From an optimization exercise on the open Yosys and OpenROAD flow, aimed at small area, a short achievable clock period and few clock cycles per item; shortcuts taken in it are not production practice.
The RTL was checked by simulation tests, not by an equivalence proof against the original design.
No activity file was given, so power comes from the tool's default toggle rates.

== try-lagoon ==
Design ldpc_dec_top, start of the top module:
module ldpc_dec_top (
  input  logic         clk,
  input  logic         rst,
  input  logic         cyc,
  input  logic         stb,
  input  logic         we,
  input  logic [7:0]   adr,
  input  logic [31:0]  dat_w,
  output logic [31:0]  dat_r,
  output logic         ack
);
clock: 4.0 ns
lec_check: 0
abc_clock_period_in_ps: 1500
cap_margin: 20
core_margin: 2
core_utilization: 40
setup_slack_margin: 1.5
slew_margin: 20
run.sh (not shown) runs the stock make flow with config.mk's settings and CLKGATE_MAP_FILE= SYNTH_SCRIPT=/design/flow/synth_recipe.tcl, a recipe that flattens the netlist after the stock synthesis.
Testbench counts of try-lagoon, summed over its fixed seeds: cycles 3,008, items 64.
Edits applied to the flow inputs when going from try-lagoon to try-nickel:
- ABC_AREA: unset -> 1
- CORE_UTILIZATION: 40 -> 50
- ABC_CLOCK_PERIOD_IN_PS: 1500 -> unset
## What came out
Clock network power delta (try-nickel − try-lagoon): favourable
NOTE total die area try-lagoon->try-nickel decreased by more than 10%
try-nickel completed; timing, DRC and antenna clean
Max detailed-route via count across try-lagoon and try-nickel: try-lagoon
For try-lagoon, the main combinational cell family by area after synthesis was compound AO/OA/AOI/OAI gates, unlike try-nickel, where it was simple AND/OR/NAND/NOR gates.
Row part of the power in combinational logic: try-nickel lower / try-lagoon higher
Worst setup slack for try-nickel: 430 ps up relative to try-lagoon
try-nickel against try-lagoon: area inside the core boundary moved down, netlist area before placement now smaller.
The most common library cell in the layout ignoring fill and taps comes out sky130_fd_sc_hd__edfxtp_1 in one run and sky130_fd_sc_hd__nand2_1 in the other, namely in try-lagoon and try-nickel respectively.
Highest fanout seen on the critical path | try-nickel above try-lagoon
For try-juniper, these inputs were changed with respect to try-nickel:
- CTS_BUF_LIST: unset -> sky130_fd_sc_hd__clkbuf_4 sky130_fd_sc_hd__clkbuf_8
- PLACE_DENSITY: unset -> 0.75
Notes after the runs:
Length in cells of the worst reg-to-reg path, try-juniper and try-nickel: lower on try-nickel. try-nickel -> try-juniper: count of fill cells added during filler insertion decreased by a little under 10%. Combinational power share: lower on try-nickel. Maximum fanout count along the critical path in try-juniper vs try-nickel: down 1. Looking at via count, try-juniper sits 5.8% higher than try-nickel does.
Input changes introduced in try-delta (baseline for comparison: try-juniper):
- removing PLACE_DENSITY (formerly 0.75)
- changing CORE_UTILIZATION from 50 to 58
## What came out
The global-route usage over all layers in try-delta sits 3.5 points above the value recorded for try-juniper. On try-delta: final RePlAce weighted congestion is 0.94% lower than what try-juniper gave. Clock tree buffer count of the final layout: try-delta vs try-juniper — no meaningful difference.
What try-tundra does differently from try-delta at the input level:
- a deleted CTS_BUF_LIST that had been sky130_fd_sc_hd__clkbuf_4 sky130_fd_sc_hd__clkbuf_8
- a change of CORE_UTILIZATION from 58 to 40
==> run notes <==
- try-tundra finished every stage and its layout cleared the timing, DRC and antenna checks.
- Looking at wire length of the first global-routing pass, try-tundra sits about 3.3% above try-delta.
- Going from try-delta to try-tundra, post-route cell area grows by 300 sq um.
- try-tundra vs. try-delta: sequential share of cell area has decreased; top achievable clock speed now larger; final total power went up; post-detailed-route via-to-cell ratio decreased 8.3%; highest ir drop seen on vdd fell by 0.000096 V.
- Summary — clock network fraction of total power, try-tundra relative to try-delta: higher, by 5.5 points.
- Summary — overall routed net length, try-tundra relative to try-delta: higher, by 1.4%.

ldpc_dec_top again, from the RTL that the note above started with.
export LEC_CHECK = 0
export ABC_AREA = 1
export CAP_MARGIN = 20
export CORE_MARGIN = 2
export CORE_UTILIZATION = 50
export CTS_BUF_LIST = sky130_fd_sc_hd__clkbuf_4 sky130_fd_sc_hd__clkbuf_8
export GPL_ROUTABILITY_DRIVEN = 0
export SETUP_SLACK_MARGIN = 1.5
export SLEW_MARGIN = 20
create_clock -name core_clock -period 4.0 [get_ports {clk}]
The baseline produced a clean layout.
Testbench counts at the start, summed over its fixed seeds: cycles 3,008, items 64.
Then changed:
Settings changed: CORE_UTILIZATION 50 to 40, CTS_BUF_LIST sky130_fd_sc_hd__clkbuf_4 sky130_fd_sc_hd__clkbuf_8 to default, GPL_ROUTABILITY_DRIVEN 0 to default, SETUP_SLACK_MARGIN 1.5 to 1.0.
After rerunning: The new run finished clean. Core utilization came out lower by 13 points. Hold slack degrades by 3.5 ps. Routed wire length is higher by 4.3%. Total power rose by 14%.
Then changed:
Settings changed: CORE_UTILIZATION 40 to 50, CTS_BUF_LIST from default to sky130_fd_sc_hd__clkbuf_4 sky130_fd_sc_hd__clkbuf_8, SETUP_SLACK_MARGIN 1.0 to 1.5.
=> The changed run produced a clean layout; die area went down by about a fifth; core utilization rises by 11 points; final area is lower by a few percent; routed wire length came out lower by a few percent; via count goes down slightly; fmax is about the same; worst setup slack gets better by 3.0 ps.

[what the ideal ports hide]
The flow's constraints put no driver on any port. The routed layouts listed below were extracted and timed again, unchanged, in two steps. Step 1 (the two cells are an assumption about what drives the block):
set clk [get_ports {clk}]
set_driving_cell -lib_cell sky130_fd_sc_hd__clkbuf_16 $clk
set_driving_cell -lib_cell sky130_fd_sc_hd__buf_2 [delete_from_list [all_inputs] $clk]
Step 2 times the ports against the registers' clock, not the clock port: input delays grow and output delays shrink by t, the midpoint of the rising clock arrivals with the driver on. Three values: ideal, step 1, step 2; two values: the first two.
run	t, ns	slack for setup (ns)	hold slack, ns	worst data-port slew with drivers (ns)	pins driven straight from the clock port
try-lagoon	0.470	0.183 / 0.145 / -0.246	0.480 / 0.480 / 0.480	0.05	1
try-nickel	0.473	0.617 / 0.545 / 0.545	0.463 / 0.463 / 0.463	0.07	1
try-juniper	0.508	0.527 / 0.465 / 0.151	0.471 / 0.471 / 0.471	0.06	1
try-delta	0.488	0.445 / 0.406 / -0.038	0.483 / 0.483 / 0.483	0.04	1
try-tundra	0.471	0.685 / 0.654 / 0.654	0.475 / 0.475 / 0.475	0.04	1
the first run of note 2	0.494	0.654 / 0.552 / 0.552	0.469 / 0.469 / 0.469	0.10	1
the second run of note 2	0.477	0.631 / 0.593 / 0.593	0.466 / 0.466 / 0.466	0.04	1
the third run of note 2	0.501	0.634 / 0.575 / 0.575	0.465 / 0.465 / 0.465	0.07	1
With both steps, setup timing fails in try-lagoon and try-delta, where it was met with ideal ports. For try-delta, which loses most, drivers alone change the setup slack by -0.039 ns; drivers and shift together by -0.483 ns.
